Background: an optimization exercise with open tools, aiming at small area, a short achievable clock period and few clock cycles per item. Do not read the settings as production practice. In this exercise RTL edits were held to simulation tests only and were not proved equivalent to the original.

==> inputs of exp/lagoon <==
Design cordic_top, start of the top module:
module cordic_top (
    input  logic               clk,
    input  logic               rst,
    input  logic               valid_in,
    input  logic [31:0]        angle_ieee754,
    output logic signed [15:0] sin_ieee754,
    output logic signed [15:0] cos_ieee754,
    output logic               valid,
    output logic signed [2:0]  flip_out
);
    logic       armed_q, s1_q, it_q, post_q, valid_q;
    logic [2:0] p_q;                   
    logic       idle, go;
    assign idle = ~(s1_q | it_q | post_q);
    assign go   = valid_in & armed_q & idle;
    logic [7:0]  w_e;
    logic        w_ok, w_neg;
    logic [25:0] w_mm, w_fix;
    logic [4:0]  w_sh;
    logic [8:0]  w_h;
    logic [3:0]  w_Q;
    logic [5:0]  w_rh;
    logic [22:0] w_r;
    logic        w_d1, w_d2, w_d3;
    always_comb begin
        w_e   = angle_ieee754[30:23];
        w_ok  = (w_e != 8'd0) && (w_e < 8'd137);
        w_neg = angle_ieee754[31] & w_ok;
        w_mm  = {1'b1, angle_ieee754[22:0], 2'b00};     
        w_sh  = 5'(8'd136 - w_e);
        w_fix = (w_e >= 8'd110 && w_e <= 8'd136) ? (w_mm >> w_sh) : 26'd0;
        w_h   = w_fix[25:17];
        if      (w_h >= 9'd495) w_Q = 4'd11;
        else if (w_h >= 9'd450) w_Q = 4'd10;
        else if (w_h >= 9'd405) w_Q = 4'd9;
        else if (w_h >= 9'd360) w_Q = 4'd8;
        else if (w_h >= 9'd315) w_Q = 4'd7;
        else if (w_h >= 9'd270) w_Q = 4'd6;
        else if (w_h >= 9'd225) w_Q = 4'd5;
        else if (w_h >= 9'd180) w_Q = 4'd4;
        else if (w_h >= 9'd135) w_Q = 4'd3;
        else if (w_h >= 9'd90)  w_Q = 4'd2;
  ...
clock: 12.0 ns
lec_check: 0
abc_clock_period_in_ps: 6000
cap_margin: 20
core_margin: 2
core_utilization: 40
setup_slack_margin: 4
slew_margin: 20
run.sh (not shown) runs the stock make flow with config.mk's settings and CLKGATE_MAP_FILE= SYNTH_SCRIPT=/design/flow/synth_recipe.tcl, a recipe that flattens the netlist after the stock synthesis.
==> exp/umber: changes against exp/lagoon <==
--- a/flow/config.mk
+++ b/flow/config.mk
@@ -5,9 +5,7 @@
 export SDC_FILE = /design/flow/constraint.sdc
 export NUM_CORES = 4
 export LEC_CHECK = 0
-export ABC_CLOCK_PERIOD_IN_PS = 6000
 export CAP_MARGIN = 20
 export CORE_MARGIN = 2
 export CORE_UTILIZATION = 40
-export SETUP_SLACK_MARGIN = 4
 export SLEW_MARGIN = 20
==> results.txt <==
In exp/lagoon the count of clock-buffer cells in the layout is lower than in exp/umber, by 1. Utilization: exp/lagoon is higher than exp/umber (2.1 points). Against exp/umber, the via count of exp/lagoon is higher by about 1.2%. In exp/umber the clock skew is lower than in exp/lagoon, by 5.8 ps. Non-clock buffer count: exp/lagoon is higher than exp/umber (51). Against exp/lagoon, the final area of exp/umber is smaller by about 4.6%. Between exp/umber and exp/lagoon, the lower worst hold slack is in exp/umber (gap 4.0 ps). Register-to-register slack: exp/umber is worse than exp/lagoon (1300 ps).
==> figures <==
quantity                                                          exp/umber         exp/lagoon
Wire length after detailed routing                                  71.5 mm            73.9 mm
Final core utilization                                                44.1%              46.3%
Least-Margin Pin Slew                                                930 ps             981 ps
Number of global-route vias before repair                             20800              20700
Proportion of layout cells with a drive suffix above 1                5.55%              11.2%
Share of cell area taken by multi-input logic gates                   73.9%              73.0%
Signal buffers                                                          107                158
Synthesis-to-finish area growth                                       8.90%              14.2%
Filler Cells Inserted                                                  5470               5441
Final standard cell area without fillers                         0.0244 mm²         0.0256 mm²
Status                                             timing/DRC/antenna clean  timing/DRC/antenna clean
RR Startpoint                                               x_q[15]$_DFF_P_     x_q[9]$_DFF_P_
Global-route met1 utilization                                         32.4%              33.0%
Proportion of final cell area spent on non-clock buffers              3.99%              6.04%
Endpoint of the worst hold path                           fl_q[2]$_DFFE_PP_  fl_q[1]$_DFFE_PP_
Total Nets Final                                                       3179               3230
Layout clock area frac                                                2.47%              2.08%
Crit path setup slack, layout                                       1960 ps            4040 ps
Testbench counts of exp/lagoon, summed over its fixed seeds: cycles 19,208, items 2,400.
Testbench counts of exp/umber, summed over its fixed seeds: cycles 19,208, items 2,400.

## re-timing with driven ports
The results above use ideal ports. As a check the final layouts listed here were re-extracted and re-timed, cells and wires unchanged. Step 1 sets driving cells, clkbuf_16 on the clock port and buf_2 on the other inputs (assumed; they add their load-dependent delay and slew). Step 2 moves the port delays by t, midway between the first and last clock arrival at a register: inputs arrive t later, outputs are due t later. That takes back most of the time a late clock gives input paths. Slacks: ideal ports / drivers / drivers and shift; pairs: ideal ports / drivers.
| run | t, ns | setup slack, ns | hold WS [ns] | latest minus earliest clock arrival (ns) | worst data-port slew with drivers (ns) |
|---|---|---|---|---|---|
| exp/lagoon | 0.524 | 4.039 / 4.039 / 3.884 | 0.407 / 0.407 / 0.407 | 0.022 / 0.021 | 0.04 |
| exp/umber | 0.509 | 1.964 / 1.993 / 1.484 | 0.403 / 0.403 / 0.403 | 0.016 / 0.016 | 0.05 |
After both steps every run listed still meets setup and hold. The setup slack of exp/umber, which loses most, moves by +0.029 ns with the drivers and by -0.480 ns with both steps.
